Background: an optimization exercise with open tools, aiming at small area, a short achievable clock period and few clock cycles per item. Do not read the settings as production practice. Function was not checked in any run shown here: the RTL went through the layout flow alone.

==> design/flow/design.v <==
`default_nettype none
package acs_pkg;
  localparam int CHANNELS    = 4;
  localparam int MAX_RUN     = 1024;
  localparam int SAMPLE_BITS = 12;
  localparam int CH_W    = 2;
  localparam int LEN_W   = $clog2(MAX_RUN) + 1;    
  localparam int CNT_W   = $clog2(MAX_RUN);        
  localparam int SUM_W   = SAMPLE_BITS + $clog2(MAX_RUN);
  localparam int DB_W    = 12;
  localparam int GAIN_W  = 16;
  localparam int Q_FRAC  = 8;
  localparam int PROD_W  = SAMPLE_BITS + GAIN_W;
  localparam int MA_W    = 20;
  localparam int CFG_W   = 16;
  localparam int CFG_IDX_W = 2;
  localparam int JOB_W   = CH_W + 1 + SUM_W + LEN_W;
  localparam logic [CFG_IDX_W-1:0] REG_MEASURE_COUNT   = 2'd0;
  localparam logic [CFG_IDX_W-1:0] REG_CALIBRATE_COUNT = 2'd1;
  localparam logic [CFG_IDX_W-1:0] REG_DEADBAND        = 2'd2;
  localparam logic [CFG_IDX_W-1:0] REG_GAIN            = 2'd3;
  function automatic logic [CNT_W-1:0] count_limit(input logic [LEN_W-1:0] c);
    logic [CNT_W-1:0] r;
    if (c == '0) r = '0;
    else if (c > LEN_W'(MAX_RUN)) r = CNT_W'(MAX_RUN - 1);
    else r = CNT_W'(c - LEN_W'(1));
    count_limit = r;
  endfunction
endpackage
`default_nettype wire
`default_nettype none
module acs_queue (
  input  wire logic                            clk,
  input  wire logic                            rst,
  input  wire logic                            stall,
  input  wire logic                            s_valid,
  output logic                                 s_ready,
  input  wire logic [acs_pkg::CH_W-1:0]        s_channel,
  input  wire logic                            s_kind,
  input  wire logic [acs_pkg::SAMPLE_BITS-1:0] s_sample,
  output logic                                 in_valid,
  output logic [acs_pkg::CH_W-1:0]             in_ch,
  output logic                                 in_kind,
  output logic [acs_pkg::SAMPLE_BITS-1:0]      in_sample
);
  logic                            sk_valid;
  logic [acs_pkg::CH_W-1:0]        sk_ch;
  logic                            sk_kind;
  logic [acs_pkg::SAMPLE_BITS-1:0] sk_sample;
  logic                            take;
  assign s_ready = !sk_valid;
  assign take    = s_valid && !sk_valid;
  always_ff @(posedge clk) begin
    if (rst) begin
      sk_valid <= 1'b0;
      in_valid <= 1'b0;
    end else if (stall) begin
      if (take) sk_valid <= 1'b1;
    end else begin
      in_valid <= sk_valid || take;
      sk_valid <= 1'b0;
    end
  end
  always_ff @(posedge clk) begin
    if (stall && take) begin
      sk_ch     <= s_channel;
      sk_kind   <= s_kind;
      sk_sample <= s_sample;
    end
    if (!stall) begin
      in_ch     <= sk_valid ? sk_ch     : s_channel;
      in_kind   <= sk_valid ? sk_kind   : s_kind;
      in_sample <= sk_valid ? sk_sample : s_sample;
    end
  end
endmodule
`default_nettype wire
`default_nettype none
module acs_front (
  input  wire logic                            clk,
  input  wire logic                            rst,
  input  wire logic                            stall,
  input  wire logic [acs_pkg::CNT_W-1:0]       meas_lim,
  input  wire logic [acs_pkg::CNT_W-1:0]       cal_lim,
  input  wire logic                            in_valid,
  input  wire logic [acs_pkg::CH_W-1:0]        in_ch,
  input  wire logic                            in_kind,
  input  wire logic [acs_pkg::SAMPLE_BITS-1:0] in_sample,
  output logic                                 j_valid,
  output logic [acs_pkg::CH_W-1:0]             j_ch,
  output logic                                 j_kind,
  output logic [acs_pkg::SUM_W-1:0]            j_sum,
  output logic [acs_pkg::LEN_W-1:0]            j_len
);
  logic [acs_pkg::SUM_W-1:0] run_sum  [acs_pkg::CHANNELS];
  logic [acs_pkg::CNT_W-1:0] run_len  [acs_pkg::CHANNELS];
  logic                      run_kind [acs_pkg::CHANNELS];
  logic                      restart;
  logic [acs_pkg::SUM_W-1:0] base_sum;
  logic [acs_pkg::CNT_W-1:0] base_len;
  logic [acs_pkg::SUM_W-1:0] sum_next;
  logic [acs_pkg::LEN_W-1:0] len_next;
  logic                      done;
  always_comb begin
    restart  = (run_len[in_ch] != '0) && (run_kind[in_ch] != in_kind);
    base_sum = restart ? '0 : run_sum[in_ch];
    base_len = restart ? '0 : run_len[in_ch];
    sum_next = base_sum + acs_pkg::SUM_W'(in_sample);
    len_next = acs_pkg::LEN_W'(base_len) + acs_pkg::LEN_W'(1);
    done     = base_len >= (in_kind ? cal_lim : meas_lim);
  end
  always_ff @(posedge clk) begin
    if (rst) begin
      for (int i = 0; i < acs_pkg::CHANNELS; i++) begin
        run_sum[i]  <= '0;
        run_len[i]  <= '0;
        run_kind[i] <= 1'b0;
      end
    end else if (in_valid && !stall) begin
      run_kind[in_ch] <= in_kind;
      if (done) begin
        run_sum[in_ch] <= '0;
        run_len[in_ch] <= '0;
      end else begin
        run_sum[in_ch] <= sum_next;
        run_len[in_ch] <= len_next[acs_pkg::CNT_W-1:0];
      end
    end
  end
  always_ff @(posedge clk) begin
    if (rst) j_valid <= 1'b0;
    else if (!stall) j_valid <= in_valid && done;
    if (!stall) begin
      j_ch   <= in_ch;
      j_kind <= in_kind;
      j_sum  <= sum_next;
      j_len  <= len_next;
    end
  end
endmodule
`default_nettype wire
`default_nettype none
module acs_back #(
  parameter int K = 3
) (
  input  wire logic                        clk,
  input  wire logic                        rst,
  input  wire logic                        stall,
  input  wire logic [acs_pkg::DB_W-1:0]    deadband,
  input  wire logic [acs_pkg::GAIN_W-1:0]  gain,
  input  wire logic                        j_valid,
  input  wire logic [acs_pkg::CH_W-1:0]    j_ch,
  input  wire logic                        j_kind,
  input  wire logic [acs_pkg::SUM_W-1:0]   j_sum,
  input  wire logic [acs_pkg::LEN_W-1:0]   j_len,
  output logic                             r_valid,
  output logic [acs_pkg::CH_W-1:0]         r_channel,
  output logic                             r_kind,
  output logic [acs_pkg::SAMPLE_BITS-1:0]  r_average,
  output logic [acs_pkg::MA_W-1:0]         r_current_ma
);
  localparam int QB = acs_pkg::SAMPLE_BITS;    
  localparam int RB = acs_pkg::LEN_W - 1;      
  localparam int LW = acs_pkg::LEN_W;
  localparam int NS = QB / K;                  
  logic            dv  [NS+1];
  logic [acs_pkg::CH_W-1:0] dch [NS+1];
  logic            dk  [NS+1];
  logic [RB-1:0]   drem[NS+1];
  logic [QB-1:0]   dq  [NS+1];
  logic [LW-1:0]   dlen[NS+1];
  assign dv[0]   = j_valid;
  assign dch[0]  = j_ch;
  assign dk[0]   = j_kind;
  assign drem[0] = j_sum[acs_pkg::SUM_W-1:QB];
  assign dq[0]   = j_sum[QB-1:0];
  assign dlen[0] = j_len;
  for (genvar s = 0; s < NS; s++) begin : g_div
    logic [RB-1:0] rem;
    logic [QB-1:0] q;
    logic [RB:0]   trial;
    logic          fits;
    always_comb begin
      rem = drem[s];
      q   = dq[s];
      for (int j = 0; j < K; j++) begin
        trial = {rem, q[QB-1]};
        fits  = trial >= {1'b0, dlen[s]};
        rem   = fits ? RB'(trial - {1'b0, dlen[s]}) : trial[RB-1:0];
        q     = {q[QB-2:0], fits};
      end
    end
    if (s < NS - 1) begin : g_reg
      always_ff @(posedge clk) begin
        if (rst) dv[s+1] <= 1'b0;
        else if (!stall) dv[s+1] <= dv[s];
        if (!stall) begin
          dch[s+1]  <= dch[s];
          dk[s+1]   <= dk[s];
          drem[s+1] <= rem;
          dq[s+1]   <= q;
          dlen[s+1] <= dlen[s];
        end
      end
    end else begin : g_last
      assign dv[s+1]   = dv[s];
      assign dch[s+1]  = dch[s];
      assign dk[s+1]   = dk[s];
      assign drem[s+1] = rem;
      assign dq[s+1]   = q;
      assign dlen[s+1] = dlen[s];
    end
  end
  logic                            p1_valid;
  logic [acs_pkg::CH_W-1:0]        p1_ch;
  logic                            p1_kind;
  logic [acs_pkg::SAMPLE_BITS-1:0] p1_avg;
  logic [acs_pkg::SAMPLE_BITS-1:0] zero_offset [acs_pkg::CHANNELS];
  logic [acs_pkg::SAMPLE_BITS-1:0] off;
  logic [acs_pkg::SAMPLE_BITS-1:0] corrected;
  always_ff @(posedge clk) begin
    if (rst) p1_valid <= 1'b0;
    else if (!stall) p1_valid <= dv[NS];
    if (!stall) begin
      p1_ch   <= dch[NS];
      p1_kind <= dk[NS];
      p1_avg  <= dq[NS];
    end
  end
  assign off       = zero_offset[p1_ch];
  assign corrected = (p1_avg > off) ? p1_avg - off : '0;
  always_ff @(posedge clk) begin
    if (rst) begin
      for (int i = 0; i < acs_pkg::CHANNELS; i++) zero_offset[i] <= '0;
    end else if (!stall && p1_valid && p1_kind) begin
      zero_offset[p1_ch] <= p1_avg;
    end
  end
  logic                            p2_valid;
  logic [acs_pkg::CH_W-1:0]        p2_ch;
  logic                            p2_kind;
  logic [acs_pkg::SAMPLE_BITS-1:0] p2_avg;
  logic [acs_pkg::SAMPLE_BITS-1:0] p2_corr;
  logic                            p2_pass;
  logic [acs_pkg::PROD_W-1:0]      product;
  logic [acs_pkg::MA_W-1:0]        ma;
  always_ff @(posedge clk) begin
    if (rst) p2_valid <= 1'b0;
    else if (!stall) p2_valid <= p1_valid;
    if (!stall) begin
      p2_ch   <= p1_ch;
      p2_kind <= p1_kind;
      p2_avg  <= p1_avg;
      p2_corr <= corrected;
      p2_pass <= !p1_kind && (corrected >= deadband);
    end
  end
  assign product = acs_pkg::PROD_W'(p2_corr) * acs_pkg::PROD_W'(gain);
  assign ma = !p2_pass ? '0 :
              (product[acs_pkg::PROD_W-1:acs_pkg::Q_FRAC] >
               (acs_pkg::PROD_W-acs_pkg::Q_FRAC)'({acs_pkg::MA_W{1'b1}})) ? {acs_pkg::MA_W{1'b1}} :
              product[acs_pkg::Q_FRAC+acs_pkg::MA_W-1:acs_pkg::Q_FRAC];
  always_ff @(posedge clk) begin
    if (rst) r_valid <= 1'b0;
    else if (!stall) r_valid <= p2_valid;
    if (!stall) begin
      r_channel    <= p2_ch;
      r_kind       <= p2_kind;
      r_average    <= p2_avg;
      r_current_ma <= ma;
    end
  end
endmodule
`default_nettype wire
`default_nettype none
module averaged_current_sense (
  input  wire logic                            clk,
  input  wire logic                            rst,
  input  wire logic                            s_valid,
  output logic                                 s_ready,
  input  wire logic [acs_pkg::CH_W-1:0]        s_channel,
  input  wire logic                            s_kind,
  input  wire logic [acs_pkg::SAMPLE_BITS-1:0] s_sample,
  output logic                                 r_valid,
  input  wire logic                            r_ready,
  output logic [acs_pkg::CH_W-1:0]             r_channel,
  output logic                                 r_kind,
  output logic [acs_pkg::SAMPLE_BITS-1:0]      r_average,
  output logic [acs_pkg::MA_W-1:0]             r_current_ma,
  input  wire logic                            cfg_we,
  input  wire logic [acs_pkg::CFG_IDX_W-1:0]   cfg_index,
  input  wire logic [acs_pkg::CFG_W-1:0]       cfg_data
);
  logic [acs_pkg::CNT_W-1:0]  meas_lim;    
  logic [acs_pkg::CNT_W-1:0]  cal_lim;     
  logic [acs_pkg::DB_W-1:0]   deadband;
  logic [acs_pkg::GAIN_W-1:0] gain;
  always_ff @(posedge clk) begin
    if (rst) begin
      meas_lim <= acs_pkg::CNT_W'(64 - 1);
      cal_lim  <= acs_pkg::CNT_W'(200 - 1);
      deadband <= acs_pkg::DB_W'(149);
      gain     <= acs_pkg::GAIN_W'(5158);
    end else if (cfg_we) begin
      case (cfg_index)
        acs_pkg::REG_MEASURE_COUNT:   meas_lim <= acs_pkg::count_limit(cfg_data[acs_pkg::LEN_W-1:0]);
        acs_pkg::REG_CALIBRATE_COUNT: cal_lim  <= acs_pkg::count_limit(cfg_data[acs_pkg::LEN_W-1:0]);
        acs_pkg::REG_DEADBAND:        deadband <= cfg_data[acs_pkg::DB_W-1:0];
        default:                      gain     <= cfg_data[acs_pkg::GAIN_W-1:0];
      endcase
    end
  end
  logic stall;
  assign stall = r_valid && !r_ready;
  logic                            in_valid;
  logic [acs_pkg::CH_W-1:0]        in_ch;
  logic                            in_kind;
  logic [acs_pkg::SAMPLE_BITS-1:0] in_sample;
  acs_queue u_queue (
    .clk(clk), .rst(rst), .stall(stall),
    .s_valid(s_valid), .s_ready(s_ready), .s_channel(s_channel),
    .s_kind(s_kind), .s_sample(s_sample),
    .in_valid(in_valid), .in_ch(in_ch), .in_kind(in_kind), .in_sample(in_sample)
  );
  logic                        j_valid;
  logic [acs_pkg::CH_W-1:0]    j_ch;
  logic                        j_kind;
  logic [acs_pkg::SUM_W-1:0]   j_sum;
  logic [acs_pkg::LEN_W-1:0]   j_len;
  acs_front u_front (
    .clk(clk), .rst(rst), .stall(stall),
    .meas_lim(meas_lim), .cal_lim(cal_lim),
    .in_valid(in_valid), .in_ch(in_ch), .in_kind(in_kind), .in_sample(in_sample),
    .j_valid(j_valid), .j_ch(j_ch), .j_kind(j_kind), .j_sum(j_sum), .j_len(j_len)
  );
  acs_back u_back (
    .clk(clk), .rst(rst), .stall(stall),
    .deadband(deadband), .gain(gain),
    .j_valid(j_valid), .j_ch(j_ch), .j_kind(j_kind), .j_sum(j_sum), .j_len(j_len),
    .r_valid(r_valid), .r_channel(r_channel), .r_kind(r_kind),
    .r_average(r_average), .r_current_ma(r_current_ma)
  );
endmodule
`default_nettype wire
==> design/flow/run.sh <==
#!/bin/bash
# synth_recipe.tcl (not shown) runs the flow's synth.tcl, then flattens the netlist and writes it again
# the make line also repeats each setting of config.mk as NAME=value (left out here)
make -C /OpenROAD-flow-scripts/flow DESIGN_CONFIG=/design/flow/config.mk WORK_HOME=/design/flow/orfs CLKGATE_MAP_FILE= SYNTH_SCRIPT=/design/flow/synth_recipe.tcl finish
==> design/flow/config.mk <==
export PLATFORM = sky130hd
export DESIGN_NAME = averaged_current_sense
export DESIGN_NICKNAME = averaged_current_sense
export VERILOG_FILES = /design/flow/design.v
export SDC_FILE = /design/flow/constraint.sdc
export NUM_CORES = 4
export LEC_CHECK = 0
export CAP_MARGIN = 20
export CORE_MARGIN = 2
export CORE_UTILIZATION = 40
export SLEW_MARGIN = 20
==> design/flow/constraint.sdc <==
create_clock -name core_clock -period 8.5 [get_ports {clk}]
set_input_delay 1.7000 -clock core_clock [delete_from_list [all_inputs] [get_ports {clk}]]
set_output_delay 1.7000 -clock core_clock [all_outputs]
set_load 0.01 [all_outputs]
==> summary.md, run 1 <==
| Metric | Value |
|---|---|
| Post-CTS sizing | `0` |
| Syn_nets | `about 3300` |
| Sequential cell area | `0.01419 mm^2` |
| Crit path max fanout | `11` |
| Initial antenna violation count | `0` |
| Synth Area in Adders | `between 10% and 20%` |
| Die Ht | `between 200 and 300 um` |
| Synth area leader | `edfxtp_1` |
| Post-synthesis compound-gate area fraction | `7.398%` |
| CP max stage delay | `560 ps` |
| IO buf count | `74` |
| Async SR Flop Fraction | `0%` |
| Xor-xnor portion of the synthesized cell area | `around 3.7%` |
| Fin Clk Skew | `20.20 ps` |
| Share of cells above drive strength 1 | `9.533%` |
| EDFF count, synth | `~430` |
| Seq/Total Area, Yosys | `around 44%` |
| Minimum clock period | `a little under 8000 ps` |
| Skew-Pair Late Insertion Delay | `610 ps` |
| Top_reg_cell synth | `edfxtp_1` |
| Core ar. | `between 0.07 and 0.08 mm^2` |
| Vias per inst | `5.227` |
| CTS Sinks | `approximately 500` |
| Die Width | `approximately 290 um` |
| Most frequent cells in the layout | `edfxtp_1 (432), inv_1 (331), nand2_1 (290)` |
| Die ar. | `about 0.08 mm^2` |
| Max Cap Viol | `0` |
| Synth top area share | `between 40% and 50%` |
| Worst Setup End Kind | `flop` |
| Outcome | `no timing/DRC/antenna violations` |
| Critical path's most frequent cell | `a21oi_1` |
| Fin crit share | `90.35%` |
| # IOs | `75` |
| Hold Fails Final Rpt | `0` |
| CTS Buf Count | `53` |
| Row count | `about 100` |
| CTS clk-pin slew, worst paths | `60 ps` |
| Number of nets in the layout | `3390` |
| Clock tree from TritonCTS | `done` |
| Largest net degree at the start of global routing | `roughly 130` |
| Hold Buf Count CTS | `0` |
| Most common cell after layout, fill and taps aside | `edfxtp_1` |
| Slew @ Worst Pin | `between 1000 and 1500 ps` |
| DR pass1 iterations | `5` |
| Gp weighted congestion | `~0.86` |
| Gr ovfl total | `0` |
| Root Driver | `clkbuf_16` |
| Gate Count Post-Synth | `2898` |
| CP required | `roughly 8900 ps` |
| Final setup viols | `0` |
| Vias in the first global route | `about 22000` |
| H-tree Lvls | `2` |
| Post-CTS Setup Bufs | `0` |
| Post-Synth Simple-Gate Area | `a little over an eighth` |
| Critical path class | `reg2reg` |
| Worst Hold Class | `reg2reg` |
| Yosys synthesis warning count | `16` |
| Startpoint types | `flop` |
| Via count | `21173` |
| Bufs on Longest Clock Path | `3` |
| Number of fill cells in the layout | `7346` |
| First-pass GRT wire length | `about 120000 um` |
| Post-route ant nets | `0` |
| Unique masters post-synth | `67` |
| Final WL | `~73000 um` |
| Top cells by area, synth | `edfxtp_1 (40%), fa_1 (9.5%), ha_1 (9.5%)` |
| Mapped Area | `0.03203 mm^2` |
| Slew Viols, Final | `0` |
| Layout area overhead | `11.16%` |
| Detailed Place HPWL | `~53000 um` |
| Initial core utilization | `40.48%` |
| Gr usage total | `17.95%` |
| WL per Instance | `approximately 18 um` |
| Slew HR | `32.80%` |
| DRC | `0` |
| Multi-input logic area | `approximately 0.016 mm^2` |
| Slowest CP cell | `a21oi_2` |
| DRT iter0 DRCs | `1374` |
| Syn_area_per_cell | `11.05 um^2` |
| Critical Path AT | `about 8000 ps` |
| Number of synthesized register bits | `493` |
| Post-synthesis mux area share | `around 7.5%` |
| Setup tns final | `0 ps` |
| Max frequency | `about 0.13 GHz` |
| Largest family of logic cells by synthesized area | `adder cells` |
| RSZ-0062 raised after global routing | `no` |
## routing by layer
| layer | wire [um] | GRT usage [%] |
|---|---|---|
| met5 | 0 | 0 |
| met4 | 1988 | 5.143 |
| met3 | 2678 | 2.111 |
| met2 | 34660 | 30.22 |
| met1 | 33240 | 24.42 |
## critical path, delay by kind of cell, from the launching register on
| family | cells | cell delay [ps] |
|---|---|---|
| compound gates | 18 | 4150 |
| fa+ha+maj | 3 | 870 |
| buf+inv | 3 | 670 |
| flops | 1 | 380 |
| mux | 3 | 1100 |
| simple gates | 2 | 250 |
## cell usage after synthesis, types with 7 or more instances
library cell	count
mux4_2	44
and3_1	11
mux2_2	100
o21a_1	13
o31ai_1	7
nand3_1	25
a21boi_0	8
a21oi_1	135
dfxtp_1	61
xnor2_1	79
nand4_1	30
clkbuf_1	75
inv_1	332
nor2b_1	53
a21o_1	35
o21ai_0	80
nand2b_1	18
fa_1	152
edfxtp_1	432
nand2_1	291
buf_1	9
nor2_1	266
o21bai_1	15
nor3_1	38
or3_1	16
mux2i_1	20
and2_1	123
ha_1	242
or2_2	11
a211oi_1	27
xor2_1	55
o211ai_1	20
## cell type report
| class | instances | share of cell area [%] |
|---|---|---|
| Clock buffer | 69 | 3.921 |
| Antenna cell | 1 | 0.007027 |
| Inverter | 336 | 3.563 |
| Clock inverter | 28 | 0.8397 |
| Multi-Input combinational cell | 1977 | 45.57 |
| Sequential cell | 493 | 39.86 |
| Tap cell | 1050 | 3.689 |
| Timing Repair Buffer | 97 | 2.551 |
## path summary, 6_finish.rpt
kind                                  startpoint                end  slack (ps)  cells past startpoint
worst max-delay path            u_front.j_len[1]  u_back.drem[1][2]         820                     29
worst min-delay path             u_back.dq[1][0]    u_back.dq[2][3]         410                      0
worst max register to register  u_front.j_len[1]  u_back.drem[1][2]         820                     29
worst min register to register   u_back.dq[1][0]    u_back.dq[2][3]         410                      0
## metrics by stage
step | setup slack, ps | instance area, um^2 | hold slack, ps | instances | util [%]
2_1_floorplan | 1819 | 32040 | 400.3 | 2898 | -
3_3_place_gp | 662.8 | 33900 | 400.2 | 3953 | 42.84
3_5_place_dp | 557.0 | 33900 | 404.5 | 3953 | 42.84
4_1_cts | 462.8 | 35600 | 408.7 | 4050 | 44.98
5_1_grt | 29.50 | 35610 | 421.3 | 4050 | 45.00
6_report | 819.9 | 35610 | 407.3 | 4051 | 45.00
## flip-flops by register name (all words and copies together) (netlist names), 16 cells and up, named ones only
register	cells
u_back.r_current_ma	20
u_back.zero_offset	48
u_front.j_sum	22
u_front.run_sum	88
u_front.run_len	40
u_back.drem	30
u_back.dlen	33
gain	16
u_back.dq	36
## kinds of logic after synthesis
| group | after synthesis |
|---|---|
| compound gates | 380 |
| xor+xnor | 134 |
| fa+ha+maj | 394 |
| buf+inv | 428 |
| flops | 493 |
| mux | 169 |
| simple gates | 900 |
==> run 2, diff against run 1 <==
--- a/design/flow/config.mk
+++ b/design/flow/config.mk
@@ -5,7 +5,9 @@
 export SDC_FILE = /design/flow/constraint.sdc
 export NUM_CORES = 4
 export LEC_CHECK = 0
+export ABC_CLOCK_PERIOD_IN_PS = 4000
 export CAP_MARGIN = 20
 export CORE_MARGIN = 2
 export CORE_UTILIZATION = 40
+export SETUP_SLACK_MARGIN = 4.0
 export SLEW_MARGIN = 20
==> run 2 against run 1 <==
Die area unchanged. Via count is 5.6% higher. Maximum frequency is 26% higher. Worst hold slack lost 1.7 ps.
==> summary.md, run 2 <==
| Metric | Value |
|---|---|
| Outcome | `no timing/DRC/antenna violations (unchanged)` |
| FF-to-FF path depth | `26 (was 29)` |
| HP Start | `u_back.dch[2][0] (was u_back.dq[1][0])` |
| CTS Sinks | `493 (unchanged)` |
| Synth top area share | `40.50% (unchanged)` |
| Die Ht | `287.0 um (unchanged)` |
| Critical Path AT | `6450 ps (was 8040 ps)` |
| Place WS | `1165 ps (was 557.0 ps)` |
| Clock tree from TritonCTS | `done (unchanged)` |
| Worst Hold Class | `reg2reg (unchanged)` |
| IO buf count | `74 (unchanged)` |
| CTS clk-pin slew, worst paths | `60 ps (about the same)` |
| Gate Count Post-Synth | `2898 (unchanged)` |
| Gr ovfl total | `0 (unchanged)` |
| Unique masters post-synth | `67 (unchanged)` |
| WL per Instance | `18.62 um (was 17.91 um)` |
| Top_reg_cell synth | `edfxtp_1 (unchanged)` |
| WHS Endpoint | `u_back.dch[3][0] (was u_back.dq[2][3])` |
| Via count | `22354 (was 21173)` |
| Root Driver | `clkbuf_16 (unchanged)` |
| Number of synthesized register bits | `493 (unchanged)` |
| Largest regs | `u_front.run_sum (88), u_back.zero_offset (48), u_front.run_len (40) (unchanged)` |
| Die Width | `287.0 um (unchanged)` |
| Final worst setup slack | `2402 ps (was 819.9 ps)` |
| Crit path max fanout | `8 (was 11)` |
| Largest net degree at the start of global routing | `138 (was 128)` |
| Detailed Place HPWL | `54530 um (was 53410 um)` |
| EDFF count, synth | `432 (unchanged)` |
| Post-synth top cells | `edfxtp_1 (432), inv_1 (332), nand2_1 (291), nor2_1 (266), ha_1 (242) (unchanged)` |
| RSZ-0062 raised after global routing | `yes (was no)` |
| Slew Viols, Final | `0 (unchanged)` |
| # IOs | `75 (unchanged)` |
| Initial antenna violation count | `0 (unchanged)` |
| Async SR Flop Fraction | `0% (unchanged)` |
| Share of cells above drive strength 1 | `26.09% (was 9.533%)` |
| Row count | `103 (unchanged)` |
| Final Non-Filler Cells | `4281 (was 4051)` |
| Top cells by area, synth | `edfxtp_1 (40%), fa_1 (9.5%), ha_1 (9.5%) (unchanged)` |
| Most common cell after layout, fill and taps aside | `edfxtp_1 (unchanged)` |
| Largest register FFs | `88 (unchanged)` |
| Critical path class | `reg2reg (unchanged)` |
| Gr usage total | `19.37% (was 17.95%)` |
| Final WL | `79720 um (was 72570 um)` |
| Post-route ant nets | `0 (unchanged)` |
| CP required | `8850 ps (was 8860 ps)` |
| H-tree Lvls | `2 (unchanged)` |
| Hold Fails Final Rpt | `0 (unchanged)` |
| Syn_area_per_cell | `11.05 um^2 (unchanged)` |
| Startpoint types | `flop (unchanged)` |
| R2r endpoint | `u_back.drem[3][8] (was u_back.drem[1][2])` |
| Synth area leader | `edfxtp_1 (unchanged)` |
| Fin crit share | `71.75% (was 90.35%)` |
| Worst Setup End Kind | `flop (unchanged)` |
| RR Startpoint | `u_back.dlen[2][1] (was u_front.j_len[1])` |
| Die ar. | `0.08237 mm^2 (unchanged)` |
| Fin Clk Skew | `35.76 ps (was 20.20 ps)` |
| Skew-Pair Late Insertion Delay | `630 ps (was 610 ps)` |
| Yosys synthesis warning count | `16 (unchanged)` |
| First-pass GRT wire length | `126800 um (was 118000 um)` |
| Placed Cells incl. Taps | `3952 (was 3953)` |
| Number of nets in the layout | `3620 (was 3390)` |
| DRT iter0 DRCs | `1300 (was 1374)` |
| Vias per inst | `5.222 (was 5.227)` |
| CTS Buf Count | `54 (was 53)` |
| Initial core utilization | `40.48% (unchanged)` |
| Most frequent cells in the layout | `edfxtp_1 (432), inv_1 (290), nand2_1 (265) (was edfxtp_1 (432), inv_1 (331), nand2_1 (290))` |
| Core ar. | `0.07913 mm^2 (unchanged)` |
| R2r setup slk | `2400 ps (was 820 ps)` |
| Mapped Area | `0.03203 mm^2 (unchanged)` |
| Max frequency | `0.1640 GHz (was 0.1302 GHz)` |
| Final setup viols | `0 (unchanged)` |
| Syn_nets | `3330 (unchanged)` |
| Bufs on Longest Clock Path | `3 (unchanged)` |
| Worst Hold Path Cells | `0 (unchanged)` |
| Max Cap Viol | `0 (unchanged)` |
| Slew HR | `36.75% (was 32.80%)` |
| Top-count cell post-synth | `edfxtp_1 (unchanged)` |
| Layout area overhead | `24.63% (was 11.16%)` |
| Setup tns final | `0 ps (unchanged)` |
| Slew @ Worst Pin | `947.4 ps (was 1004 ps)` |
| Biggest register | `u_front.run_sum (unchanged)` |
| DR pass1 iterations | `5 (unchanged)` |
| Vias in the first global route | `23719 (was 21922)` |
| Gp weighted congestion | `0.8987 (was 0.8636)` |
| Seq/Total Area, Yosys | `44.31% (unchanged)` |
| Minimum clock period | `6098 ps (was 7680 ps)` |
| DRC | `0 (unchanged)` |
| Antenna cells | `0 (was 1)` |
[run 2: cell count changes in the layout (fill, tap and decap cells not counted), sizes merged]
cell      change
inv           -3
clkinv       +10
buf         +228
clkinvlp      -3
clkbuf        -1
diode         -1
[run 2: per-stage QoR]
stage / area (um^2) / util, % / hold slack (ps)
final: 39930 / 50.46 / 405.6
after global routing: 39930 / 50.46 / 422.6
after CTS: 38810 / 49.04 / 407.4
after global placement: 34620 / 43.75 / 401.3
after detailed placement: 34620 / 43.75 / 404.5
after floorplan: 32970 / - / 400.3
[run 2: area by class of cell]
class / instances / area, um^2
fillers: 6897 / 39200
clock buffers: 67 / 1410
repair buffers: 326 / 2965
well taps: 1050 / 1314
multi-input cells: 1977 / 18400
clock inverters: 32 / 325.3
flip-flops and latches: 493 / 14230
inverters: 336 / 1284
[run 2: worst max-delay path by stage]
stage                      startpoint                end
floorplan           u_back.dlen[2][1]  u_back.drem[3][1]
global placement    u_back.dlen[2][1]  u_back.drem[3][3]
detailed placement  u_back.dlen[2][1]  u_back.drem[3][3]
CTS                 u_back.dlen[2][1]  u_back.drem[3][8]
global route        u_back.dlen[2][1]  u_back.drem[3][8]
finish              u_back.dlen[2][1]  u_back.drem[3][8]
[run 2: critical path, stage by stage (launching register included)]
cell       delay [ps]
edfxtp_1          430
inv_4              90
ha_4              200
nor2b_4           120
o21a_1            190
o21ai_2           150
a21oi_2            80
o41a_1            370
o31a_4            370
buf_4             160
mux2_4            310
ha_4              290
o211ai_1          120
nand3_1           160
a41oi_2           160
a21oi_4           430
buf_6             170
mux2_4            320
ha_4              160
or3_4             390
o21ai_4            70
a21oi_2            70
a31o_2            290
a2111oi_4         230
nor3_2             80
buf_4             160
mux2_2            270
[run 2: logic make-up after synthesis]
family | after synthesis | share of synthesized area [%]
DFF | 493 | 44.31
xor gates and xnor gates | 134 | 3.664
buffers and inverters | 428 | 5.105
and+or+nand+nor | 900 | 13.11
adders and majority gates | 394 | 18.95
AOI/OAI and AO/OA | 380 | 7.398
muxes | 169 | 7.464
[run 2: per-layer routing]
layer,vias up,global-route usage (%),share of wire (%)
li1,10584,-,-
met1,11073,24.93,43
met2,541,33.83,49
met3,156,2.183,4.1
met4,0,6.615,3.3
met5,-,0,0
[run 2: timing repair]
action | in CTS | in global routing
resized for setup | 218 | 134
endpoints found under the setup margin | 231 | 192
gates cloned | 2 | 0
pin swaps | 124 | 112
hold buffers | 0 | 0
setup buffers | 168 | 60
==> run 3, diff against run 2 <==
--- a/design/flow/design.v
+++ b/design/flow/design.v
@@ -32,7 +32,7 @@
 module acs_queue (
   input  wire logic                            clk,
   input  wire logic                            rst,
-  input  wire logic                            stall,
+  input  wire logic                            hold,
   input  wire logic                            s_valid,
   output logic                                 s_ready,
   input  wire logic [acs_pkg::CH_W-1:0]        s_channel,
@@ -54,7 +54,7 @@
     if (rst) begin
       sk_valid <= 1'b0;
       in_valid <= 1'b0;
-    end else if (stall) begin
+    end else if (hold) begin
       if (take) sk_valid <= 1'b1;
     end else begin
       in_valid <= sk_valid || take;
@@ -62,12 +62,12 @@
     end
   end
   always_ff @(posedge clk) begin
-    if (stall && take) begin
+    if (hold && take) begin
       sk_ch     <= s_channel;
       sk_kind   <= s_kind;
       sk_sample <= s_sample;
     end
-    if (!stall) begin
+    if (!hold) begin
       in_ch     <= sk_valid ? sk_ch     : s_channel;
       in_kind   <= sk_valid ? sk_kind   : s_kind;
       in_sample <= sk_valid ? sk_sample : s_sample;
@@ -79,7 +79,7 @@
 module acs_front (
   input  wire logic                            clk,
   input  wire logic                            rst,
-  input  wire logic                            stall,
+  input  wire logic                            hold,      
   input  wire logic [acs_pkg::CNT_W-1:0]       meas_lim,
   input  wire logic [acs_pkg::CNT_W-1:0]       cal_lim,
   input  wire logic                            in_valid,
@@ -116,7 +116,7 @@
         run_len[i]  <= '0;
         run_kind[i] <= 1'b0;
       end
-    end else if (in_valid && !stall) begin
+    end else if (in_valid && !hold) begin
       run_kind[in_ch] <= in_kind;
       if (done) begin
         run_sum[in_ch] <= '0;
@@ -129,8 +129,8 @@
   end
   always_ff @(posedge clk) begin
     if (rst) j_valid <= 1'b0;
-    else if (!stall) j_valid <= in_valid && done;
-    if (!stall) begin
+    else if (!hold) j_valid <= in_valid && done;
+    if (!hold) begin
       j_ch   <= in_ch;
       j_kind <= in_kind;
       j_sum  <= sum_next;
@@ -141,7 +141,9 @@
 `default_nettype wire
 `default_nettype none
 module acs_back #(
-  parameter int K = 3
+  parameter int SB = 5,     
+  parameter int SK = 4,     
+  parameter int LK = 1      
 ) (
   input  wire logic                        clk,
   input  wire logic                        rst,
@@ -153,6 +155,7 @@
   input  wire logic                        j_kind,
   input  wire logic [acs_pkg::SUM_W-1:0]   j_sum,
   input  wire logic [acs_pkg::LEN_W-1:0]   j_len,
+  output logic                             j_free,    
   output logic                             r_valid,
   output logic [acs_pkg::CH_W-1:0]         r_channel,
   output logic                             r_kind,
@@ -160,33 +163,86 @@
   output logic [acs_pkg::MA_W-1:0]         r_current_ma
 );
   localparam int QB = acs_pkg::SAMPLE_BITS;    
-  localparam int RB = acs_pkg::LEN_W - 1;      
   localparam int LW = acs_pkg::LEN_W;
-  localparam int NS = QB / K;                  
+  localparam int RB = LW - 1;                  
+  localparam int SR = SB - 1;                  
+  localparam int NS = QB / SK;                 
+  localparam int NL = QB / LK;                 
+  localparam int CW = $clog2(NL + 1);
+  logic j_small;
+  assign j_small = j_len[LW-1:SB-1] == '0 || j_len == LW'(1 << (SB - 1));
+  logic          l_busy;
+  logic [CW-1:0] l_count;
+  logic [RB-1:0] l_rem;
+  logic [QB-1:0] l_q;
+  logic [LW-1:0] l_len;
+  logic [acs_pkg::CH_W-1:0] l_ch;
+  logic          l_kind;
+  logic          l_start;
+  logic          l_done;
+  logic [RB-1:0] l_rem_n;
+  logic [QB-1:0] l_q_n;
+  assign l_start = !stall && !l_busy && j_valid && !j_small;
+  assign l_done  = l_busy && l_count == CW'(NL);
+  assign j_free  = !stall && (!l_busy || !j_valid);
+  always_comb begin
+    logic [RB:0] trial;
+    logic        fits;
+    l_rem_n = l_rem;
+    l_q_n   = l_q;
+    for (int j = 0; j < LK; j++) begin
+      trial   = {l_rem_n, l_q_n[QB-1]};
+      fits    = trial >= {1'b0, l_len};
+      l_rem_n = fits ? RB'(trial - {1'b0, l_len}) : trial[RB-1:0];
+      l_q_n   = {l_q_n[QB-2:0], fits};
+    end
+  end
+  always_ff @(posedge clk) begin
+    if (rst) begin
+      l_busy <= 1'b0;
+    end else if (!stall) begin
+      if (l_start) l_busy <= 1'b1;
+      else if (l_done) l_busy <= 1'b0;
+    end
+    if (!stall) begin
+      if (l_start) begin
+        l_count <= '0;
+        l_rem   <= j_sum[acs_pkg::SUM_W-1:QB];
+        l_q     <= j_sum[QB-1:0];
+        l_len   <= j_len;
+        l_ch    <= j_ch;
+        l_kind  <= j_kind;
+      end else if (l_busy && !l_done) begin
+        l_count <= l_count + CW'(1);
+        l_rem   <= l_rem_n;
+        l_q     <= l_q_n;
+      end
+    end
+  end
   logic            dv  [NS+1];
   logic [acs_pkg::CH_W-1:0] dch [NS+1];
   logic            dk  [NS+1];
-  logic [RB-1:0]   drem[NS+1];
+  logic [SR-1:0]   drem[NS+1];
   logic [QB-1:0]   dq  [NS+1];
-  logic [LW-1:0]   dlen[NS+1];
-  assign dv[0]   = j_valid;
+  logic [SB-1:0]   dlen[NS+1];
+  assign dv[0]   = j_valid && j_small && !l_busy;
   assign dch[0]  = j_ch;
   assign dk[0]   = j_kind;
-  assign drem[0] = j_sum[acs_pkg::SUM_W-1:QB];
+  assign drem[0] = j_sum[QB+SR-1:QB];
   assign dq[0]   = j_sum[QB-1:0];
-  assign dlen[0] = j_len;
+  assign dlen[0] = j_len[SB-1:0];
   for (genvar s = 0; s < NS; s++) begin : g_div
-    logic [RB-1:0] rem;
+    logic [SR-1:0] rem;
     logic [QB-1:0] q;
-    logic [RB:0]   trial;
+    logic [SR:0]   trial;
     logic          fits;
     always_comb begin
       rem = drem[s];
       q   = dq[s];
-      for (int j = 0; j < K; j++) begin
+      for (int j = 0; j < SK; j++) begin
         trial = {rem, q[QB-1]};
-        fits  = trial >= {1'b0, dlen[s]};
-        rem   = fits ? RB'(trial - {1'b0, dlen[s]}) : trial[RB-1:0];
+        fits  = trial >= dlen[s];
+        rem   = fits ? SR'(trial - dlen[s]) : trial[SR-1:0];
         q     = {q[QB-2:0], fits};
       end
     end
@@ -220,11 +276,11 @@
   logic [acs_pkg::SAMPLE_BITS-1:0] corrected;
   always_ff @(posedge clk) begin
     if (rst) p1_valid <= 1'b0;
-    else if (!stall) p1_valid <= dv[NS];
+    else if (!stall) p1_valid <= dv[NS] || l_done;
     if (!stall) begin
-      p1_ch   <= dch[NS];
-      p1_kind <= dk[NS];
-      p1_avg  <= dq[NS];
+      p1_ch   <= l_done ? l_ch   : dch[NS];
+      p1_kind <= l_done ? l_kind : dk[NS];
+      p1_avg  <= l_done ? l_q    : dq[NS];
     end
   end
   assign off       = zero_offset[p1_ch];
@@ -236,14 +292,15 @@
       zero_offset[p1_ch] <= p1_avg;
     end
   end
+  localparam int HW = acs_pkg::SAMPLE_BITS + 8;
   logic                            p2_valid;
   logic [acs_pkg::CH_W-1:0]        p2_ch;
   logic                            p2_kind;
   logic [acs_pkg::SAMPLE_BITS-1:0] p2_avg;
-  logic [acs_pkg::SAMPLE_BITS-1:0] p2_corr;
   logic                            p2_pass;
-  logic [acs_pkg::PROD_W-1:0]      product;
-  logic [acs_pkg::MA_W-1:0]        ma;
+  logic [acs_pkg::SAMPLE_BITS-1:0] p2_corr;
+  logic [HW-1:0]                   prod_hi;
+  logic [HW-1:0]                   prod_lo;
   always_ff @(posedge clk) begin
     if (rst) p2_valid <= 1'b0;
     else if (!stall) p2_valid <= p1_valid;
@@ -251,22 +308,42 @@
       p2_ch   <= p1_ch;
       p2_kind <= p1_kind;
       p2_avg  <= p1_avg;
-      p2_corr <= corrected;
       p2_pass <= !p1_kind && (corrected >= deadband);
+      p2_corr <= corrected;
+    end
+  end
+  assign prod_hi = HW'(p2_corr) * HW'(gain[15:8]);
+  assign prod_lo = HW'(p2_corr) * HW'(gain[7:0]);
+  logic                            p3_valid;
+  logic [acs_pkg::CH_W-1:0]        p3_ch;
+  logic                            p3_kind;
+  logic [acs_pkg::SAMPLE_BITS-1:0] p3_avg;
+  logic                            p3_pass;
+  logic [HW-1:0]                   p3_hi;
+  logic [HW-9:0]                   p3_lo;
+  logic [HW:0]                     scaled;
+  logic [acs_pkg::MA_W-1:0]        ma;
+  always_ff @(posedge clk) begin
+    if (rst) p3_valid <= 1'b0;
+    else if (!stall) p3_valid <= p2_valid;
+    if (!stall) begin
+      p3_ch   <= p2_ch;
+      p3_kind <= p2_kind;
+      p3_avg  <= p2_avg;
+      p3_pass <= p2_pass;
+      p3_hi   <= prod_hi;
+      p3_lo   <= prod_lo[HW-1:8];
     end
   end
-  assign product = acs_pkg::PROD_W'(p2_corr) * acs_pkg::PROD_W'(gain);
-  assign ma = !p2_pass ? '0 :
-              (product[acs_pkg::PROD_W-1:acs_pkg::Q_FRAC] >
-               (acs_pkg::PROD_W-acs_pkg::Q_FRAC)'({acs_pkg::MA_W{1'b1}})) ? {acs_pkg::MA_W{1'b1}} :
-              product[acs_pkg::Q_FRAC+acs_pkg::MA_W-1:acs_pkg::Q_FRAC];
+  assign scaled = (HW+1)'(p3_hi) + (HW+1)'(p3_lo);
+  assign ma = !p3_pass ? '0 : scaled[HW] ? {acs_pkg::MA_W{1'b1}} : scaled[acs_pkg::MA_W-1:0];
   always_ff @(posedge clk) begin
     if (rst) r_valid <= 1'b0;
-    else if (!stall) r_valid <= p2_valid;
+    else if (!stall) r_valid <= p3_valid;
     if (!stall) begin
-      r_channel    <= p2_ch;
-      r_kind       <= p2_kind;
-      r_average    <= p2_avg;
+      r_channel    <= p3_ch;
+      r_kind       <= p3_kind;
+      r_average    <= p3_avg;
       r_current_ma <= ma;
     end
   end
@@ -311,13 +388,16 @@
     end
   end
   logic stall;
+  logic j_free;
+  logic hold;
   assign stall = r_valid && !r_ready;
+  assign hold  = !j_free;
   logic                            in_valid;
   logic [acs_pkg::CH_W-1:0]        in_ch;
   logic                            in_kind;
   logic [acs_pkg::SAMPLE_BITS-1:0] in_sample;
   acs_queue u_queue (
-    .clk(clk), .rst(rst), .stall(stall),
+    .clk(clk), .rst(rst), .hold(hold),
     .s_valid(s_valid), .s_ready(s_ready), .s_channel(s_channel),
     .s_kind(s_kind), .s_sample(s_sample),
     .in_valid(in_valid), .in_ch(in_ch), .in_kind(in_kind), .in_sample(in_sample)
@@ -328,7 +408,7 @@
   logic [acs_pkg::SUM_W-1:0]   j_sum;
   logic [acs_pkg::LEN_W-1:0]   j_len;
   acs_front u_front (
-    .clk(clk), .rst(rst), .stall(stall),
+    .clk(clk), .rst(rst), .hold(hold),
     .meas_lim(meas_lim), .cal_lim(cal_lim),
     .in_valid(in_valid), .in_ch(in_ch), .in_kind(in_kind), .in_sample(in_sample),
     .j_valid(j_valid), .j_ch(j_ch), .j_kind(j_kind), .j_sum(j_sum), .j_len(j_len)
@@ -337,6 +417,7 @@
     .clk(clk), .rst(rst), .stall(stall),
     .deadband(deadband), .gain(gain),
     .j_valid(j_valid), .j_ch(j_ch), .j_kind(j_kind), .j_sum(j_sum), .j_len(j_len),
+    .j_free(j_free),
     .r_valid(r_valid), .r_channel(r_channel), .r_kind(r_kind),
     .r_average(r_average), .r_current_ma(r_current_ma)
   );
--- a/design/flow/config.mk
+++ b/design/flow/config.mk
@@ -5,9 +5,9 @@
 export SDC_FILE = /design/flow/constraint.sdc
 export NUM_CORES = 4
 export LEC_CHECK = 0
-export ABC_CLOCK_PERIOD_IN_PS = 4000
+export ABC_CLOCK_PERIOD_IN_PS = 3500
 export CAP_MARGIN = 20
 export CORE_MARGIN = 2
 export CORE_UTILIZATION = 40
-export SETUP_SLACK_MARGIN = 4.0
+export SETUP_SLACK_MARGIN = 4.7
 export SLEW_MARGIN = 20
==> run 3 against run 2 <==
Die area fell by 3.7%. Clock-buffer cell count rose by 10. Highest routed layer unchanged. Synthesized cell count down 8.5%. Critical path depth increased by 6.
==> summary.md, run 3 <==
| Metric | Value |
|---|---|
| CP max stage delay | `460 ps (was 430 ps)` |
| Mapped Area | `0.03083 mm^2 (was 0.03203 mm^2)` |
| Final worst setup slack | `2522 ps (was 2402 ps)` |
| Yosys synthesis warning count | `16 (unchanged)` |
| Gate Count Post-Synth | `2653 (was 2898)` |
| Unique masters post-synth | `70 (was 67)` |
| CTS clk-pin slew, worst paths | `60 ps (about the same)` |
| FF-to-FF path depth | `32 (was 26)` |
| Antenna cells | `0 (unchanged)` |
| Max Cap Viol | `0 (unchanged)` |
| Via count | `20838 (was 22354)` |
| Worst Setup End Kind | `flop (unchanged)` |
| Final setup viols | `0 (unchanged)` |
| WL per Instance | `19.06 um (was 18.62 um)` |
| Die Ht | `281.6 um (was 287.0 um)` |
| Worst Hold Class | `reg2reg (unchanged)` |
| R2r endpoint | `u_back.drem[2][1] (was u_back.drem[3][8])` |
| RR Startpoint | `u_back.dlen[1][1] (was u_back.dlen[2][1])` |
| Largest net degree at the start of global routing | `93 (was 138)` |
| Async SR Flop Fraction | `0% (unchanged)` |
| Post-synthesis mux area share | `6.320% (was 7.464%)` |
| Top_reg_cell synth | `edfxtp_1 (unchanged)` |
| Syn_area_per_cell | `11.62 um^2 (was 11.05 um^2)` |
| CTS Buf Count | `57 (was 54)` |
| R2r setup slk | `2520 ps (was 2400 ps)` |
| Crit path max fanout | `5 (was 8)` |
| Vias per inst | `5.202 (was 5.222)` |
| Initial antenna violation count | `0 (unchanged)` |
| Final Cell Area | `0.03909 mm^2 (was 0.03993 mm^2)` |
| Most frequent cells in the layout | `edfxtp_1 (460), inv_1 (245), nand2_1 (237) (was edfxtp_1 (432), inv_1 (290), nand2_1 (265))` |
| RSZ-0062 raised after global routing | `yes (unchanged)` |
| First-pass GRT wire length | `117800 um (was 126800 um)` |
| Row count | `101 (was 103)` |
| Gp weighted congestion | `0.8231 (was 0.8987)` |
| Layout area overhead | `26.81% (was 24.63%)` |
| Vias in the first global route | `21470 (was 23719)` |
| Startpoint types | `flop (unchanged)` |
| Hold Fails Final Rpt | `0 (unchanged)` |
| Place WS | `1843 ps (was 1165 ps)` |
| Critical path's most frequent cell | `o21ai_1 (was ha_4)` |
| Gr usage total | `18.92% (was 19.37%)` |
| Fin Clk Skew | `30.61 ps (was 35.76 ps)` |
| Largest family of logic cells by synthesized area | `adder cells (unchanged)` |
| Die ar. | `0.07930 mm^2 (was 0.08237 mm^2)` |
| Hold WS | `416.5 ps (was 405.6 ps)` |
| Die Width | `281.6 um (was 287.0 um)` |
| Synth top area share | `44.81% (was 40.50%)` |
| EDFF count, synth | `460 (was 432)` |
| Worst setup path end | `u_back.drem[2][1] (was u_back.drem[3][8])` |
| Critical path class | `reg2reg (unchanged)` |
| Gr ovfl total | `0 (unchanged)` |
| Seq/Total Area, Yosys | `48.84% (was 44.31%)` |
| Post-Synth Simple-Gate Area | `13.32% (was 13.11%)` |
| Largest register FFs | `88 (unchanged)` |
| Final core occ | `51.38% (was 50.46%)` |
| Largest regs | `u_front.run_sum (88), u_back.zero_offset (48), u_front.run_len (40) (unchanged)` |
| Root Driver | `clkbuf_16 (unchanged)` |
| Share of cells above drive strength 1 | `26.85% (was 26.09%)` |
| IO buf count | `74 (unchanged)` |
| Slowest CP cell | `edfxtp_1 (unchanged)` |
| Skew-Pair Late Insertion Delay | `640 ps (was 630 ps)` |
| Post-synthesis compound-gate area fraction | `6.575% (was 7.398%)` |
| DRC | `0 (unchanged)` |
| Slew @ Worst Pin | `897.2 ps (was 947.4 ps)` |
| Clock tree from TritonCTS | `done (unchanged)` |
| Max frequency | `0.1673 GHz (was 0.1640 GHz)` |
| Post-place instance area | `0.03343 mm^2 (was 0.03462 mm^2)` |
| Number of nets in the layout | `3311 (was 3620)` |
| H-tree Lvls | `2 (unchanged)` |
| Initial core utilization | `40.52% (was 40.48%)` |
| Detailed Place HPWL | `48150 um (was 54530 um)` |
| CP required | `8860 ps (was 8850 ps)` |
| Synth Area in Adders | `17.23% (was 18.95%)` |
| Final WL | `76350 um (was 79720 um)` |
| Slew Viols, Final | `0 (unchanged)` |
| Fin crit share | `70.33% (was 71.75%)` |
| Outcome | `no timing/DRC/antenna violations (unchanged)` |
| CTS Sinks | `522 (was 493)` |
| DR pass1 iterations | `5 (unchanged)` |
| Number of fill cells in the layout | `6497 (was 6897)` |
| Biggest register | `u_front.run_sum (unchanged)` |
| Post-synth top cells | `edfxtp_1 (460), inv_1 (279), nand2_1 (270), ha_1 (210), nor2_1 (195) (was edfxtp_1 (432), inv_1 (332), nand2_1 (291), nor2_1 (266), ha_1 (242))` |
| # IOs | `75 (unchanged)` |
| Number of synthesized register bits | `522 (was 493)` |
| Slew HR | `39.76% (was 36.75%)` |
| Core ar. | `0.07608 mm^2 (was 0.07913 mm^2)` |
| Minimum clock period | `5978 ps (was 6098 ps)` |
| DRT iter0 DRCs | `1349 (was 1300)` |
| Top-count cell post-synth | `edfxtp_1 (unchanged)` |
| Bufs on Longest Clock Path | `3 (unchanged)` |
| Crit path from | `u_back.dlen[1][1] (was u_back.dlen[2][1])` |
| Xor-xnor portion of the synthesized cell area | `2.983% (was 3.664%)` |
| Setup tns final | `0 ps (unchanged)` |
| Most common cell after layout, fill and taps aside | `edfxtp_1 (unchanged)` |
| Synth area leader | `edfxtp_1 (unchanged)` |
| Critical Path AT | `6340 ps (was 6450 ps)` |
| Syn_nets | `3035 (was 3330)` |
| Post-route ant nets | `0 (unchanged)` |
| Top cells by area, synth | `edfxtp_1 (45%), fa_1 (8.7%), ha_1 (8.5%) (was edfxtp_1 (40%), fa_1 (9.5%), ha_1 (9.5%))` |
-- run 3: how the worst min path moves through the flow --
| stage | from | to | slack (ps) | cells after the start |
|---|---|---|---|---|
| after floorplan | u_back.dch[1][0] | u_back.dch[2][0] | 400 | 0 |
| after global placement | u_back.p3_avg[0] | u_back.r_average[0] | 400 | 0 |
| after detailed placement | u_back.p2_avg[1] | u_back.p3_avg[1] | 400 | 0 |
| after CTS | u_back.p2_avg[6] | u_back.p3_avg[6] | 420 | 0 |
| after global routing | u_back.dk[1] | u_back.dk[2] | 420 | 0 |
| final | u_back.p3_avg[10] | u_back.r_average[10] | 420 | 0 |
-- run 3: what timing repair did --
item | CTS | global route
setup buffers | 152 | 61
gates resized for setup | 203 | 224
endpoints found under the setup margin | 353 | 296
hold buffers | 0 | 0
pin swaps | 152 | 129
gates cloned | 7 | 6
-- run 3: final cells by class --
| cell class | instances | area, um^2 | share of cell area [%] |
|---|---|---|---|
| clock buffer | 77 | 1551 | 3.969 |
| clock inverter | 29 | 269.0 | 0.6882 |
| inverter | 281 | 1102 | 2.820 |
| multi-input combinational | 1752 | 16730 | 42.80 |
| sequential | 522 | 15080 | 38.57 |
| tap | 1030 | 1289 | 3.297 |
| timing repair buffer | 313 | 3047 | 7.794 |
| timing repair inverter | 2 | 23.77 | 0.06081 |
-- run 3: critical path: cells and delay by family (launching register included) --
kind                       cells  cell delay [ps]
muxes                          2              550
buffers and inverters          3              240
AOI/OAI and AO/OA             16             2740
DFF                            1              460
adders and majority gates      4              960
and+or+nand+nor                7              760
-- run 3: layer usage --
layer | wire, um | GRT usage [%]
met3 | 3084 | 2.270
met4 | 2768 | 6.342
met2 | 38370 | 33.45
met1 | 32130 | 24.02
met5 | 0 | 0
-- run 3: logic make-up (layout without fill, tap and decap cells) --
group           Yosys count  count (layout)
fa+ha+maj               344             344
mux                     130             130
xor+xnor                105             105
flops                   522             522
simple gates            848             852
compound gates          321             321
buf+inv                 383             702
-- run 3: through the flow --
step | std cells
global placement | 3674
global route | 4006
floorplan | 2653
finish | 4006
detailed placement | 3674
CTS | 3939
==> run 4, diff against run 3 <==
--- a/design/flow/config.mk
+++ b/design/flow/config.mk
@@ -5,9 +5,9 @@
 export SDC_FILE = /design/flow/constraint.sdc
 export NUM_CORES = 4
 export LEC_CHECK = 0
-export ABC_CLOCK_PERIOD_IN_PS = 3500
+export ABC_CLOCK_PERIOD_IN_PS = 4000
 export CAP_MARGIN = 20
 export CORE_MARGIN = 2
 export CORE_UTILIZATION = 40
-export SETUP_SLACK_MARGIN = 4.7
+export SETUP_SLACK_MARGIN = 4.0
 export SLEW_MARGIN = 20
==> run 4 against run 3 <==
Flip-flop and latch count did not move. Critical path type unchanged. Synthesized cell count did not move. Critical endpoint unchanged. Setup slack got worse by 54 ps.
==> summary.md, run 4 <==
| Metric | Value |
|---|---|
| Die Ht | `281.6 um (unchanged)` |
| Slew Viols, Final | `0 (unchanged)` |
| DRT iter0 DRCs | `1293 (was 1349)` |
| RSZ-0062 raised after global routing | `yes (unchanged)` |
| Post-synthesis mux area share | `6.320% (unchanged)` |
| CTS Sinks | `522 (unchanged)` |
| Largest register FFs | `88 (unchanged)` |
| HP Start | `u_back.p2_avg[10] (was u_back.p3_avg[10])` |
| Crit path max fanout | `4 (was 5)` |
| Critical path class | `reg2reg (unchanged)` |
| Row count | `101 (unchanged)` |
| Final WL | `72590 um (was 76350 um)` |
| CTS Buf Count | `59 (was 57)` |
| Async SR Flop Fraction | `0% (unchanged)` |
| Worst Hold Path Cells | `0 (unchanged)` |
| Die ar. | `0.07930 mm^2 (unchanged)` |
| Largest regs | `u_front.run_sum (88), u_back.zero_offset (48), u_front.run_len (40) (unchanged)` |
| Top-count cell post-synth | `edfxtp_1 (unchanged)` |
| # IOs | `75 (unchanged)` |
| Top_reg_cell synth | `edfxtp_1 (unchanged)` |
| H-tree Lvls | `2 (unchanged)` |
| IO buf count | `74 (unchanged)` |
| R2r endpoint | `u_back.drem[2][1] (unchanged)` |
| Synth area leader | `edfxtp_1 (unchanged)` |
| Slew HR | `29.03% (was 39.76%)` |
| Vias per inst | `5.138 (was 5.202)` |
| Gp weighted congestion | `0.8272 (was 0.8231)` |
| Die Width | `281.6 um (unchanged)` |
| Unique masters post-synth | `70 (unchanged)` |
| Yosys synthesis warning count | `16 (unchanged)` |
| CP max stage delay | `500 ps (was 460 ps)` |
| DRC | `0 (unchanged)` |
| Number of synthesized register bits | `522 (unchanged)` |
| Setup tns final | `0 ps (unchanged)` |
| Antenna cells | `0 (unchanged)` |
| Hold Fails Final Rpt | `0 (unchanged)` |
| RR Startpoint | `u_back.dlen[1][1] (unchanged)` |
| Core ar. | `0.07608 mm^2 (unchanged)` |
| Seq/Total Area, Yosys | `48.84% (unchanged)` |
| Xor-xnor portion of the synthesized cell area | `2.983% (unchanged)` |
| Final setup viols | `0 (unchanged)` |
| Largest family of logic cells by synthesized area | `adder cells (unchanged)` |
| Slew @ Worst Pin | `1065 ps (was 897.2 ps)` |
| Top cells by area, synth | `edfxtp_1 (45%), fa_1 (8.7%), ha_1 (8.5%) (unchanged)` |
| Outcome | `no timing/DRC/antenna violations (unchanged)` |
| Synth Area in Adders | `17.23% (unchanged)` |
| Number of nets in the layout | `3279 (was 3311)` |
| Hold Buf Count CTS | `0 (unchanged)` |
| Gr usage total | `18.28% (was 18.92%)` |
| DR pass1 iterations | `5 (unchanged)` |
| Worst Hold Class | `reg2reg (unchanged)` |
| Skew-Pair Late Insertion Delay | `660 ps (was 640 ps)` |
| Fin Clk Skew | `45.72 ps (was 30.61 ps)` |
| Critical Path AT | `6410 ps (was 6340 ps)` |
| FF-to-FF path depth | `31 (was 32)` |
| Vias in the first global route | `21434 (was 21470)` |
| Worst Setup End Kind | `flop (unchanged)` |
| Root Driver | `clkbuf_16 (unchanged)` |
| Gr ovfl total | `0 (unchanged)` |
| Slowest CP cell | `edfxtp_1 (unchanged)` |
| Synth top area share | `44.81% (unchanged)` |
| WL per Instance | `18.27 um (was 19.06 um)` |
| Syn_nets | `3035 (unchanged)` |
| Syn_area_per_cell | `11.62 um^2 (unchanged)` |
| R2r setup slk | `2470 ps (was 2520 ps)` |
| First-pass GRT wire length | `114400 um (was 117800 um)` |
| Bufs on Longest Clock Path | `3 (unchanged)` |
| Gate Count Post-Synth | `2653 (unchanged)` |
| Post-route ant nets | `0 (unchanged)` |
| Startpoint types | `flop (unchanged)` |
| Via count | `20420 (was 20838)` |
| Largest net degree at the start of global routing | `104 (was 93)` |
| Share of cells above drive strength 1 | `21.26% (was 26.85%)` |
| Post-synthesis compound-gate area fraction | `6.575% (unchanged)` |
| CTS clk-pin slew, worst paths | `60 ps (about the same)` |
| WHS Endpoint | `u_back.p3_avg[10] (was u_back.r_average[10])` |
| Mapped Area | `0.03083 mm^2 (unchanged)` |
| Fin crit share | `70.96% (was 70.33%)` |
| Clock tree from TritonCTS | `done (unchanged)` |
| Detailed Place HPWL | `48030 um (was 48150 um)` |
| Post-synth top cells | `edfxtp_1 (460), inv_1 (279), nand2_1 (270), ha_1 (210), nor2_1 (195) (unchanged)` |
| EDFF count, synth | `460 (unchanged)` |
| Initial core utilization | `40.52% (unchanged)` |
| Layout area overhead | `21.64% (was 26.81%)` |
| Max frequency | `0.1658 GHz (was 0.1673 GHz)` |
| Number of fill cells in the layout | `6662 (was 6497)` |
| Final core occ | `49.29% (was 51.38%)` |
| Most common cell after layout, fill and taps aside | `edfxtp_1 (unchanged)` |
| Max Cap Viol | `0 (unchanged)` |
| Biggest register | `u_front.run_sum (unchanged)` |
| Initial antenna violation count | `0 (unchanged)` |
| CP required | `8880 ps (was 8860 ps)` |
| Most frequent cells in the layout | `edfxtp_1 (460), nand2_1 (263), inv_1 (257) (was edfxtp_1 (460), inv_1 (245), nand2_1 (237))` |
| Post-Synth Simple-Gate Area | `13.32% (unchanged)` |
| Minimum clock period | `6031 ps (was 5978 ps)` |
-- run 4: how the worst max path moves through the flow --
| stage | start | endpoint | slack (ps) | cells after the start |
|---|---|---|---|---|
| after floorplan | u_front.j_len[1] | u_back.drem[1][3] | 2370 | 37 |
| after global placement | u_front.j_len[1] | u_back.drem[1][3] | 1920 | 33 |
| after detailed placement | u_front.j_len[1] | u_back.drem[1][3] | 1890 | 33 |
| after CTS | u_back.dlen[1][1] | u_back.drem[2][1] | 2670 | 33 |
| after global routing | u_back.dlen[1][1] | u_back.drem[2][1] | 2230 | 31 |
| final | u_back.dlen[1][1] | u_back.drem[2][1] | 2470 | 31 |
-- run 4: critical path, delay by kind of cell (launching register included) --
kind / cells / cell delay [ps]
compound gates: 13 / 2070
fa+ha+maj: 4 / 980
buf+inv: 2 / 180
flops: 1 / 500
mux: 3 / 900
simple gates: 9 / 1110
-- run 4: cell families (layout without fill, tap and decap cells) --
| kind of cell | after synthesis | in the layout |
|---|---|---|
| AOI/OAI and AO/OA | 321 | 321 |
| muxes | 130 | 130 |
| buffers and inverters | 383 | 674 |
| and+or+nand+nor | 848 | 848 |
| DFF | 522 | 522 |
| adders and majority gates | 344 | 344 |
| xor gates and xnor gates | 105 | 105 |
-- run 4: timing repair --
action,4_1_cts,5_1_grt
endpoints found under the setup margin,212,115
pin swaps,82,96
buffers inserted,145,42
gates resized for setup,125,117
-- run 4: layout make-up --
| cell class | count | area, um^2 | share of cell area [%] |
|---|---|---|---|
| multi-input cells | 1748 | 15560 | 41.51 |
| clock inverters | 38 | 417.9 | 1.114 |
| flip-flops and latches | 522 | 15080 | 40.22 |
| well taps | 1030 | 1289 | 3.437 |
| inverters | 281 | 1077 | 2.873 |
| clock buffers | 70 | 1548 | 4.128 |
| repair buffers | 285 | 2521 | 6.724 |
-- run 4: metrics by stage --
step,setup WS (ps),cell area [um^2],std cells,hold slack [ps]
detailed placement,1886,32960,3678,404.5
global placement,1917,32920,3677,401.4
global route,2232,37500,3974,424.2
CTS,2672,36640,3931,415.9
finish,2469,37500,3974,415.8
floorplan,2371,31210,2653,400.3
-- run 4: metal layers --
metal	wire length [um]	track usage (%)	vias to the layer above	share of wire [%]
met4	2502	6.901	0	3.4
met1	31000	23.06	10188	43
met3	2557	1.997	131	3.5
met2	36530	32.30	412	50
li1	-	-	9689	-
met5	0	0	-	0

[port drivers added, routing unchanged]
No port has a modelled driver above. Below, the same layouts with a new extraction and two added sets of constraints.
Step 1: set_driving_cell puts a clkbuf_16 on clk and a buf_2 on each other input, an assumption about the parent block.
Step 2 times the ports against the registers' clock, not the clock port: input delays grow and output delays shrink by t, the midpoint of the rising clock arrivals with the driver on.
Three values: no drivers, after step 1, after step 2; two values: the first two.
run | t (ns) | setup WS [ns] | worst setup path after step 2 | clock arrival spread, ns | slew at the worst register clock pin (ns)
run 1 | 0.653 | 0.820 / 0.820 / 0.820 | register to register | 0.021 / 0.021 | 0.07 / 0.07
run 2 | 0.674 | 2.402 / 2.402 / 2.402 | register to register | 0.037 / 0.036 | 0.07 / 0.07
run 3 | 0.688 | 2.522 / 2.522 / 2.522 | register to register | 0.033 / 0.033 | 0.07 / 0.07
run 4 | 0.695 | 2.469 / 2.469 / 2.469 | register to register | 0.055 / 0.055 | 0.06 / 0.06
After both steps every run listed still meets setup and hold.
